From an optimization exercise on the open Yosys and OpenROAD flow, aimed at small area, a short achievable clock period and few clock cycles; shortcuts taken in it are not production practice.
RTL that was checked went through simulation tests only; none was proved equivalent to the original.
Power is estimated from default activity; no workload was simulated.

job 9461:
// text_command_line_parser_top
module text_command_line_parser_top #(
    parameter int MAX_LINE_CHARS = 63
) (
    input  logic        clk,
    input  logic        rst_n,
    input  logic        rx_valid,
    output logic        rx_ready,
    input  logic [7:0]  rx_byte,
    output logic        cmd_valid,
    input  logic        cmd_ready,
    output logic [1:0]  cmd_kind,
    output logic [31:0] pitch_centideg,
    output logic [31:0] turn_rate_hz
);
    localparam int ADD_ARCH = 0;    
    logic       bv;
    logic [7:0] b;
    logic       rdy;
    logic [3:0] st;
    logic [3:0] st_n;
    logic       ended;
    logic       ended_n;
    logic [5:0] cnt;
    logic [5:0] cnt_n;
    logic [31:0] acc;
    logic        neg;
    logic        neg_n;
    logic        ovf;
    logic [1:0]  frac;
    logic [1:0]  frac_n;
    logic [1:0]  scl;
    logic [1:0]  scl_n;
    logic        nstep;
    logic        nstep_n;
    logic        post;        
    logic        negsel;      
    logic        negsel_b;    
    logic        selS;        
    logic        selT;        
    logic        selS_h;      
    logic        selT_h;
    logic       vld;
    logic       vld_n;
    logic [1:0] okind;
    logic stall;
    logic fire;
    logic is_lf;
    logic is_digit;
    logic is_blank;
    logic is_sign;
    logic is_set;
    logic lead;
    logic kw_state;
    logic kw_last;
    logic num_init;
    logic ovf_clr;
    logic dig_step;
    logic emit;
    logic emit_now;
    logic [1:0] emit_kind;
    logic [1:0] emit_scl;
    logic is_num;
    assign stall = vld && (cnt >= 6'd4);
    assign fire  = bv && !stall;
    assign is_lf    = (b == tcp_pkg::CH_LF);
    assign is_digit = (b[7:4] == 4'h3) && (b[3:0] <= 4'd9);
    assign is_blank = (b == tcp_pkg::CH_SPACE) || (b == tcp_pkg::CH_TAB) ||
  ...
Size in the first run: ~810 cells after synthesis, ~70 flip-flops, roughly 80 I/O pins, about 6200 sq um of cells after synthesis.
export LEC_CHECK = 0
export CAP_MARGIN = 20
export CORE_MARGIN = 2
export CORE_UTILIZATION = 40
export SLEW_MARGIN = 20
create_clock -name core_clock -period 12.0 [get_ports {clk}]
standard.sh (not shown) runs the stock make flow with config.mk's settings and CLKGATE_MAP_FILE= SYNTH_SCRIPT=/design/flow/synth_recipe.tcl, a recipe that flattens the netlist after the stock synthesis.
==> flow/flow/run.sh <==
#!/bin/bash
# Standard ORFS layout (same SDC and clock period). Ports get buf_2 buffers, and
# timing repair aims for setup slack 8.5 ns at the design's period.
set -euo pipefail
bash standard.sh "BUFFER_PORTS_ARGS=-buffer_cell sky130_fd_sc_hd__buf_2" SETUP_SLACK_MARGIN=8.5 CORE_UTILIZATION=60 "CTS_ARGS=-sink_clustering_enable -repair_clock_nets -dont_use_dummy_load -sink_clustering_size 40 -sink_clustering_max_diameter 300 -sink_clustering_levels 1" finish > standard_flow.log 2>&1
Job 9461 completed; timing, DRC and antenna clean
Testbench counts of job 9461, summed over its fixed seeds: cycles 40,726.
#### Input delta (job 7950 over job 9461)
==> flow/run.sh (new file) <==
#!/bin/bash
# synth_recipe.tcl (not shown) runs the flow's synth.tcl, then flattens the netlist and writes it again
# the make line also repeats each setting of config.mk as NAME=value (left out here)
make -C /OpenROAD-flow-scripts/flow DESIGN_CONFIG=/design/flow/config.mk WORK_HOME=/design/flow/orfs CLKGATE_MAP_FILE= SYNTH_SCRIPT=/design/flow/synth_recipe.tcl finish
--- a/flow/config.mk
+++ b/flow/config.mk
@@ -8,4 +8,5 @@
 export CAP_MARGIN = 20
 export CORE_MARGIN = 2
-export CORE_UTILIZATION = 40
+export CORE_UTILIZATION = 60
+export SETUP_SLACK_MARGIN = 5
 export SLEW_MARGIN = 20
removed: flow/flow/run.sh
removed: flow/standard.sh
==> results.txt <==
Compared job 7950 vs job 9461, and share of final layout cell area taken by clock buffers and inverters is up in job 7950. Share of the clock period used by the worst path, job 9461 and job 7950, higher one = job 7950. A highest-delay cell along the critical path of sky130_fd_sc_hd__dfxtp_1 is what job 7950 shows, while sky130_fd_sc_hd__dfxtp_4 belongs to job 9461. Reported for job 9461 and job 7950, total CTS buffers turned out identical to the last digit. Total power (job 9461 / job 7950): 0.941. Compared with job 9461, job 7950 shows setup slack of the critical path after layout lower by 660 ps. Via count: job 7950 vs job 9461 — no meaningful difference. Job 7950 vs job 9461 — worst hold slack after final layout rose 49 ps.
Setup changes, job 7950 to job 2844
==> flow/flow/run.sh (new file) <==
#!/bin/bash
# Standard ORFS layout (same SDC and clock period). Ports get buf_2 buffers, and
# timing repair aims for setup slack 8.5 ns at the design's period.
set -euo pipefail
bash standard.sh "BUFFER_PORTS_ARGS=-buffer_cell sky130_fd_sc_hd__buf_2" SETUP_SLACK_MARGIN=8.5 finish > standard_flow.log 2>&1
==> flow/standard.sh (new file) <==
#!/bin/bash
# synth_recipe.tcl (not shown) runs the flow's synth.tcl, then flattens the netlist and writes it again
# the make line also repeats each setting of config.mk as NAME=value (left out here)
make -C /OpenROAD-flow-scripts/flow DESIGN_CONFIG=/design/flow/config.mk WORK_HOME=/design/flow/orfs CLKGATE_MAP_FILE= SYNTH_SCRIPT=/design/flow/synth_recipe.tcl "${@:-finish}"
--- a/flow/config.mk
+++ b/flow/config.mk
@@ -6,7 +6,7 @@
 export NUM_CORES = 4
 export LEC_CHECK = 0
+export ABC_AREA = 1
 export CAP_MARGIN = 20
 export CORE_MARGIN = 2
 export CORE_UTILIZATION = 60
-export SETUP_SLACK_MARGIN = 5
 export SLEW_MARGIN = 20
removed: flow/run.sh
- Job 2844 — average cell area after synthesis 1.5 sq um lower, job 7950 as reference
- Diff job 7950 and job 2844: multiplexer area fraction after synthesis lower in job 2844
- A most common cell after layout, fill and taps aside of sky130_fd_sc_hd__nand2_1 is what job 2844 shows, while sky130_fd_sc_hd__a21oi_1 belongs to job 7950.
- Delta(number of instances resized during post-cts repair, job 2844 - job 7950) > 0
- Area enclosed by the die boundary (higher): job 2844
- The cell with the largest stage delay on the worst path comes out sky130_fd_sc_hd__dfxtp_4 in one run and sky130_fd_sc_hd__dfxtp_1 in the other, namely in job 2844 and job 7950 respectively.
- Global routing met1 resource utilization was higher in the run labelled job 7950.


Another version of the RTL of text_command_line_parser_top (not shown whole).
Size in the first run: about 800 cells after synthesis, roughly 0.0065 mm2 of cells after synthesis.
export LEC_CHECK = 0
export CAP_MARGIN = 20
export CORE_MARGIN = 2
export CORE_UTILIZATION = 40
export SLEW_MARGIN = 20
create_clock -name core_clock -period 12.0 [get_ports {clk}]
==> flow/flow/run.sh <==
#!/bin/bash
# Standard ORFS layout (same SDC and clock period). Ports get buf_1 buffers, and
# timing repair aims for setup slack 7.5 ns at the design's period.
set -euo pipefail
bash standard.sh "BUFFER_PORTS_ARGS=-buffer_cell sky130_fd_sc_hd__buf_1" SETUP_SLACK_MARGIN=7.5  finish > standard_flow.log 2>&1
The starting point finished with timing, DRC and antenna clean.
Then changed:
==> flow/flow/run.sh (replaced) <==
#!/bin/bash
# Standard ORFS layout (same SDC and clock period). Ports get buf_1 buffers, and
# timing repair aims for setup slack 7.5 ns at the design's period.
set -euo pipefail
bash standard.sh "BUFFER_PORTS_ARGS=-buffer_cell sky130_fd_sc_hd__buf_1" SETUP_SLACK_MARGIN=7.5 "CTS_BUF_LIST=sky130_fd_sc_hd__clkbuf_4 sky130_fd_sc_hd__clkbuf_8" finish > standard_flow.log 2>&1
After rerunning: The changed run finished with timing, DRC and antenna clean; sequential power hardly moves; final area goes down by 0.83%; first-iteration DRC count goes down by 10%; synthesized area stays the same; maximum frequency stays flat; non-clock buffer count goes up by 1; cell count stays flat.
No functional check of the RTL was part of any run of this note.


text_command_line_parser_top, a different RTL version from the one above (not shown whole).
Size: roughly 790 cells after synthesis, about 80 I/O pins, roughly 6300 sq um of cells after synthesis.
export LEC_CHECK = 0
export CAP_MARGIN = 20
export CORE_MARGIN = 2
export CORE_UTILIZATION = 40
export SLEW_MARGIN = 20
create_clock -name core_clock -period 12.0 [get_ports {clk}]
==> flow/flow/run.sh <==
#!/bin/bash
# Standard ORFS layout (same SDC and clock period). Ports get buf_2 buffers, and
# timing repair aims for setup slack 8.5 ns at the design's period.
set -euo pipefail
bash standard.sh "BUFFER_PORTS_ARGS=-buffer_cell sky130_fd_sc_hd__buf_2" SETUP_SLACK_MARGIN=8.5 CTS_CLUSTER_SIZE=100 CTS_CLUSTER_DIAMETER=500 finish > standard_flow.log 2>&1
Rerun with:
==> flow/flow/run.sh (replaced) <==
#!/bin/bash
# Standard ORFS layout (same SDC and clock period). Ports get buf_2 buffers, and
# timing repair aims for setup slack 9.0 ns at the design's period.
set -euo pipefail
bash standard.sh "BUFFER_PORTS_ARGS=-buffer_cell sky130_fd_sc_hd__buf_2" SETUP_SLACK_MARGIN=9.0  finish > standard_flow.log 2>&1
What happened:
- The changed run finished clean
- hold slack gets worse by 3.5 ps
- clock power is lower by roughly a tenth
- wire length is higher by about a fifth
- total power is higher by a little under a tenth
Rerun with:
==> flow/flow/run.sh (replaced) <==
#!/bin/bash
# Standard ORFS layout (same SDC and clock period). Ports get buf_2 buffers, and
# timing repair aims for setup slack 8.5 ns at the design's period.
set -euo pipefail
bash standard.sh "BUFFER_PORTS_ARGS=-buffer_cell sky130_fd_sc_hd__buf_2" SETUP_SLACK_MARGIN=8.5  finish > standard_flow.log 2>&1
Combinational power went down by about a fifth.
Register-to-register slack barely changes.
Clock skew barely changes.
Total power went down by a little under a tenth.
Worst setup slack loses 6.7 ps.
Flip-flop and latch count does not change.
No run of this note included a check of the RTL's function; only the layout flow was run.


## run 1
RTL: one of the versions met above, not the one the previous note started from.
For scale: roughly 80 I/O pins, ~6500 um^2 of cells after synthesis.
// text_command_line_parser_top
module text_command_line_parser_top #(
    parameter int MAX_LINE_CHARS = 63
) (
    input  logic        clk,
    input  logic        rst_n,
    input  logic        rx_valid,
    output logic        rx_ready,
    input  logic [7:0]  rx_byte,
    output logic        cmd_valid,
    input  logic        cmd_ready,
    output logic [1:0]  cmd_kind,
    output logic [31:0] pitch_centideg,
    output logic [31:0] turn_rate_hz
);
clock: 12.0 ns
lec_check: 0
cap_margin: 20
core_margin: 2
core_utilization: 40
slew_margin: 20
==> flow/flow/run.sh <==
#!/bin/bash
# Standard ORFS layout (same SDC and clock period). Ports get buf_2 buffers instead of
# the default pick, and timing repair aims for setup slack 7.5 ns at the design's period.
set -euo pipefail
bash standard.sh "BUFFER_PORTS_ARGS=-buffer_cell sky130_fd_sc_hd__buf_2" SETUP_SLACK_MARGIN=7.5 finish > standard_flow.log 2>&1
## Diff of input files: run 2 against run 1
==> flow/run.sh (new file) <==
#!/bin/bash
# synth_recipe.tcl (not shown) runs the flow's synth.tcl, then flattens the netlist and writes it again
# the make line also repeats each setting of config.mk as NAME=value (left out here)
make -C /OpenROAD-flow-scripts/flow DESIGN_CONFIG=/design/flow/config.mk WORK_HOME=/design/flow/orfs CLKGATE_MAP_FILE= SYNTH_SCRIPT=/design/flow/synth_recipe.tcl finish
removed: flow/flow/run.sh
removed: flow/standard.sh
==> comparison <==
- Between run 2 and run 1, it is run 2 whose global-route usage is higher, by 0.55 points.
- Run 2 against run 1: synthesized cell count was more or less identical; sequential share of layout area went down by 0.84 points.
- Run 2 | stages: all done | timing, DRC, antenna: all pass
- Route | run 2 vs run 1 | wire longer in run 2
Edits applied to the flow inputs when going from run 2 to run 3:
==> flow/flow/run.sh (new file) <==
#!/bin/bash
# Standard ORFS layout (same SDC and clock period). Ports get buf_2 buffers instead of
# the default pick, and timing repair aims for setup slack 8.5 ns at the design's period.
set -euo pipefail
bash standard.sh "BUFFER_PORTS_ARGS=-buffer_cell sky130_fd_sc_hd__buf_2" SETUP_SLACK_MARGIN=8.5 finish > standard_flow.log 2>&1
==> flow/standard.sh (new file) <==
#!/bin/bash
# synth_recipe.tcl (not shown) runs the flow's synth.tcl, then flattens the netlist and writes it again
# the make line also repeats each setting of config.mk as NAME=value (left out here)
make -C /OpenROAD-flow-scripts/flow DESIGN_CONFIG=/design/flow/config.mk WORK_HOME=/design/flow/orfs CLKGATE_MAP_FILE= SYNTH_SCRIPT=/design/flow/synth_recipe.tcl "${@:-finish}"
removed: flow/run.sh
Notes after the runs:
- Run 3 has completed all stages; timing, DRC and antenna checks passed.
- Re clock network fraction of total power: run 3 is 1.6 points down on run 2.
- Hold slack of run 3 is on par with run 2.
- Compared to run 2, run 3 has power in combinational cells about 10% higher.
- Run 3 vs. run 2: maximum frequency up 19%, post-CTS setup buffer count now larger, routed wire length went up by about 5.4%.
- The run showing the smaller global-route wire length before repair is run 2.
No functional check of the RTL was part of any run of this note.

## what the ideal ports hide
The flow's constraints put no driver on any port. The routed layouts listed below were extracted and timed again, unchanged, in two steps. Step 1 assumes that a clkbuf_16 drives the clock port and a buf_2 every other input. Step 2, shift: input delay + t, output delay - t, t = (earliest + latest rising clock arrival at the registers) / 2. This alone moves slack from input paths to output paths. Three values: ideal ports, drivers, drivers and shift; two values: the first two.
| run | t (ns) | setup slack, ns | pins driven straight from the clock port |
|---|---|---|---|
| job 9461 | 0.382 | 8.499 / 8.463 / 8.624 | 1 |
| job 7950 | 0.382 | 7.838 / 7.801 / 7.894 | 1 |
| job 2844 | 0.414 | 8.416 / 8.382 / 8.774 | 1 |
| the first run of note 2 | 0.384 | 7.753 / 7.753 / 7.753 | 1 |
| the second run of note 2 | 0.393 | 7.762 / 7.762 / 7.762 | 1 |
| the first run of note 3 | 0.386 | 8.450 / 8.411 / 8.677 | 1 |
| the second run of note 3 | 0.385 | 8.457 / 8.413 / 8.668 | 1 |
| the third run of note 3 | 0.386 | 8.450 / 8.411 / 8.677 | 1 |
| run 1 | 0.384 | 7.833 / 7.790 / 7.833 | 1 |
| run 2 | 0.377 | 7.384 / 7.384 / 7.384 | 1 |
| run 3 | 0.382 | 8.112 / 8.112 / 8.112 | 1 |
After both steps every run listed still meets setup and hold.
